Background: an optimization exercise with open tools, aiming at a short achievable clock period and few clock cycles per item. Do not read the settings as production practice.
Only simulation tests tie the RTL to the original design; equivalence was not proved.

== the baseline ==
// lru_buffer_pool_tags_core
module lru_buffer_pool_tags_core #(
    parameter int SLOTS = 16
) (
    input  logic              clk,
    input  logic              rst_n,
    input  logic              in_valid,
    output logic              in_ready,
    input  logic [1:0]        action,
    input  logic [lbpt_pkg::TAG_W-1:0]  block_number,
    output logic              out_valid,
    input  logic              out_ready,
    output logic [2:0]        status,
    output logic [lbpt_pkg::SLOT_W-1:0] slot,
    output logic [lbpt_pkg::TAG_W-1:0]  resident_block,
    output logic [lbpt_pkg::TAG_W-1:0]  evicted_block,
    output logic              write_back,
    output logic              last
);
Size in the first run: roughly 3900 cells after synthesis, about 930 flip-flops, about 91 I/O pins, ~45000 µm² of cells after synthesis.
Settings: LEC_CHECK=0, ABC_CLOCK_PERIOD_IN_PS=1500, CAP_MARGIN=20, CORE_MARGIN=2, CORE_UTILIZATION=40, SETUP_SLACK_MARGIN=2.3, SLEW_MARGIN=20; clock period 5.0 ns.
run.sh (not shown) runs the stock make flow with config.mk's settings and CLKGATE_MAP_FILE= SYNTH_SCRIPT=/design/flow/synth_recipe.tcl, a recipe that flattens the netlist after the stock synthesis.
Testbench counts of the baseline, summed over its fixed seeds: cycles 15,248, items 12,000.
Changes in the candidate relative to the baseline:
diff --git a/flow/design.v b/flow/design.v
--- a/flow/design.v
+++ b/flow/design.v
@@ -82,14 +82,16 @@
     logic              nrdy_reg;
     logic [SLOTS-1:0]            valid_reg;
     logic [SLOTS-1:0]            dirty_reg;
     logic [SLOTS-1:0][TW-1:0]    tag_reg;
     logic [SLOTS-1:0][SLOTS-1:0] ord_reg;
     logic [SLOTS-1:0][SLOTS-1:0] ord;
     logic [SLOTS-1:0][SW-1:0]    stk_reg;
+    logic [SW-1:0]               stk_top;
+    logic [SW-1:0]               stk_below;
     logic [CW-1:0]               nv_reg;
     logic                        full_reg, empty_reg, one_reg;
     logic              fl_busy;
     logic [SLOTS-1:0]  rem_reg;
     logic [CW-1:0]     left_reg;
     logic              fldone_reg;
     logic              f_v;
@@ -177,15 +179,16 @@
             for (int j = 0; j < SLOTS; j++)
             begin
                 if (j != i && rem_reg[j] && !ord[i][j]) nxt_oh[i] = 1'b0;
             end
         end
     end
     assign fl_last = fl_busy ? (left_reg == CW'(1)) : one_reg;
-    assign top_bin = stk_reg[0];
+    assign top_bin   = stk_top;
+    assign stk_below = stk_reg[SW'(CW'(SLOTS - 2) - nv_reg)];
     always_comb
     begin
         for (int i = 0; i < SLOTS; i++)
         begin
             top_oh[i] = (top_bin == SW'(i));
         end
     end
@@ -374,16 +377,17 @@
     always_ff @(posedge clk or negedge rst_n)
     begin
         if (!rst_n)
         begin
             dirty_reg <= '0;
             for (int i = 0; i < SLOTS; i++)
             begin
-                stk_reg[i] <= SW'(SLOTS - 1 - i);
+                stk_reg[i] <= SW'(i);
             end
+            stk_top   <= SW'(SLOTS - 1);
             ord_reg   <= '0;
         end
         else if (go)
         begin
             if (is_acc)
                 begin
                     for (int i = 0; i < SLOTS; i++)
@@ -398,34 +402,31 @@
                         end
                     end
                     if (!any_hit)
                     begin
                         dirty_reg <= dirty_reg & ~msel;
                         if (!full_reg)
                         begin
-                            for (int i = 0; i < SLOTS - 1; i++)
-                            begin
-                                stk_reg[i] <= stk_reg[i + 1];
-                            end
+                            stk_top <= stk_below;
                         end
                     end
                 end
             else if (is_drt)
                 begin
                     dirty_reg <= dirty_reg | hit_v;
                 end
             else if (is_fre)
                 begin
                     if (any_hit)
                     begin
                         dirty_reg <= dirty_reg & ~hit_v;
-                        stk_reg[0] <= hit_bin;
-                        for (int i = 1; i < SLOTS; i++)
+                        stk_top <= hit_bin;
+                        if (!full_reg)
                         begin
-                            stk_reg[i] <= stk_reg[i - 1];
+                            stk_reg[SW'(CW'(SLOTS - 1) - nv_reg)] <= stk_top;
                         end
                     end
                 end
         end
     end
     always_ff @(posedge clk)
     begin
--- outcome ---
NOTE placeable core area the baseline->the candidate increased slightly. Share of final layout cell area taken by clock buffers and inverters delta (the baseline -> the candidate): insignificant. The candidate reports its end point of the critical path as f_evc[7] while the baseline reports f_evc[14]. Routed wire length: the candidate > the baseline. Portion of netlist area occupied by mux cells (the candidate over the baseline): decrease, 0.84 points. The time the worst path needs with I/O delays and setup in the candidate sits 0.071 ns above the value recorded for the baseline.
Testbench counts of the candidate, summed over its fixed seeds: cycles 15,248, items 12,000.

========
branch ember:
lru_buffer_pool_tags_core, a different RTL version from the one above (not shown whole).
For scale: roughly 41,000 µm² of cells after synthesis.
## lru_buffer_pool_tags_core
module lru_buffer_pool_tags_core #(
    parameter int SLOTS = 16
) (
    input  logic              clk,
    input  logic              rst_n,
    input  logic              in_valid,
    output logic              in_ready,
    input  logic [1:0]        action,
    input  logic [lbpt_pkg::TAG_W-1:0]  block_number,
    output logic              out_valid,
    input  logic              out_ready,
    output logic [2:0]        status,
    output logic [lbpt_pkg::SLOT_W-1:0] slot,
    output logic [lbpt_pkg::TAG_W-1:0]  resident_block,
    output logic [lbpt_pkg::TAG_W-1:0]  evicted_block,
    output logic              write_back,
    output logic              last
);
    localparam int SW = $clog2(SLOTS);
    localparam int CW = $clog2(SLOTS + 1);
    localparam int TW = lbpt_pkg::TAG_W;
    localparam int RW = 3 + SW + TW + TW + 2;
    logic              s0_v;
    logic [1:0]        s0_act;
    logic [TW-1:0]     s0_blk;
    logic [SLOTS-1:0]  hit_v;
    logic              any_hit;
    logic              nrdy_reg;
    logic [SLOTS-1:0]            valid_reg;
    logic [SLOTS-1:0]            dirty_reg;
    logic [SLOTS-1:0][TW-1:0]    tag_reg;
    logic [SLOTS-1:0][SLOTS-1:0] ord_reg;
    logic [SLOTS-1:0][SLOTS-1:0] ord;
    logic [SLOTS-1:0][SW-1:0]    stk_reg;
    logic [CW-1:0]               nv_reg;
    logic                        full_reg, empty_reg, one_reg;
    logic              fl_busy;
    logic [SLOTS-1:0]  rem_reg;
    logic [CW-1:0]     left_reg;
    logic              fldone_reg;
    logic              f_v;
    logic [2:0]        f_st;
    logic [SW-1:0]     f_sl;
    logic [TW-1:0]     f_res;
    logic              f_fl;
    logic [SLOTS-1:0]  f_oh;
    logic [TW-1:0]     f_evc;
    logic              f_wb;
    logic              f_last;
    logic [TW-1:0]     f_tag;
    logic              f_enc;
    logic              f_ev;
    logic [SW-1:0]     f_bin;
    logic              f_go;
    logic              f_v_next;
    logic              o_v, k_v;
    logic [RW-1:0]     o_r, k_r;
    logic [SW-1:0]     hit_bin;
    logic [SLOTS-1:0]  top_oh;
    logic [SW-1:0]     top_bin;
    logic [SLOTS-1:0]  vic_oh;
    logic [TW-1:0]     vic_tag;
    logic              vic_dirty;
  ...
export LEC_CHECK = 0
export ABC_CLOCK_PERIOD_IN_PS = 1500
export CAP_MARGIN = 20
export CORE_MARGIN = 2
export CORE_UTILIZATION = 40
export SETUP_SLACK_MARGIN = 3.0
export SLEW_MARGIN = 20
create_clock -name core_clock -period 5.0 [get_ports {clk}]
branch ember has completed all stages; timing, DRC and antenna checks passed.
Testbench counts of branch ember, summed over its fixed seeds: cycles 15,248, items 12,000.
Modified inputs, branch sierra compared to branch ember
--- a/flow/design.v
+++ b/flow/design.v
@@ -204,21 +204,21 @@
     assign any_hit  = |hit_v;
     assign go       = s0_v && (!f_v || !k_v);
     assign f_go     = f_v && !k_v;
     assign done     = go && (!is_flu || fldone_reg);
     assign in_ready = !nrdy_reg;
     assign upd_acc  = go && is_acc;
     assign inc      = upd_acc && !any_hit && !full_reg;
     assign dec      = go && is_fre && any_hit;
     assign msel   = full_reg ? vic_oh : top_oh;
     assign sel    = any_hit ? hit_v : msel;
-    assign tag_we = (upd_acc && !any_hit) ? msel : '0;
+    assign tag_we = !upd_acc ? '0 : (!full_reg ? top_oh : (any_hit ? '0 : vic_oh));
     always_comb
     begin
         r_st   = 3'd0;
         r_sl   = '0;
         r_res  = '0;
         r_wb   = 1'b0;
         r_last = 1'b1;
         case (s0_act)
             2'd0:
             begin
==> comparison <==
branch sierra ran to completion and came out clean on the timing, DRC and antenna checks. In branch sierra, clock distribution area overhead in the final layout is higher than in branch ember. The core of branch sierra is more densely filled than that of branch ember. Comparing branch sierra and branch ember, the lower sequential-to-total area share from yosys stat is on branch ember. Against branch ember, branch sierra reports a met3 wire length that is lower. branch sierra ended with more non-clock buffer contribution to total cell area than branch ember.
Testbench counts of branch sierra, summed over its fixed seeds: cycles 15,248, items 12,000.

## afterwards: timing with drivers on the ports
How much do the figures lean on ideal ports? The routed layouts below were timed once more, with nothing changed but the port constraints.
Step 1 assumes that a clkbuf_16 drives the clock port and a buf_2 every other input.
Step 2 also shifts input and output timing later by t, the mid clock arrival at the registers, as if the neighbouring blocks saw the same clock.
a / b / c = no drivers / after step 1 / after step 2; a / b = the first two.
| run | t (ns) | slack for setup (ns) | clock arrival spread, ns |
|---|---|---|---|
| the baseline | 0.760 | 2.217 / 2.217 / 1.486 | 0.040 / 0.039 |
| the candidate | 0.780 | 2.145 / 2.145 / 1.526 | 0.025 / 0.025 |
| branch ember | 0.767 | 2.116 / 2.169 / 1.402 | 0.053 / 0.052 |
| branch sierra | 0.766 | 2.208 / 2.208 / 1.751 | 0.038 / 0.039 |
After both steps setup and hold are still met in every run listed. The setup slack of the baseline, which loses most, moves by 0.000 ns with the drivers and by -0.731 ns with both steps.
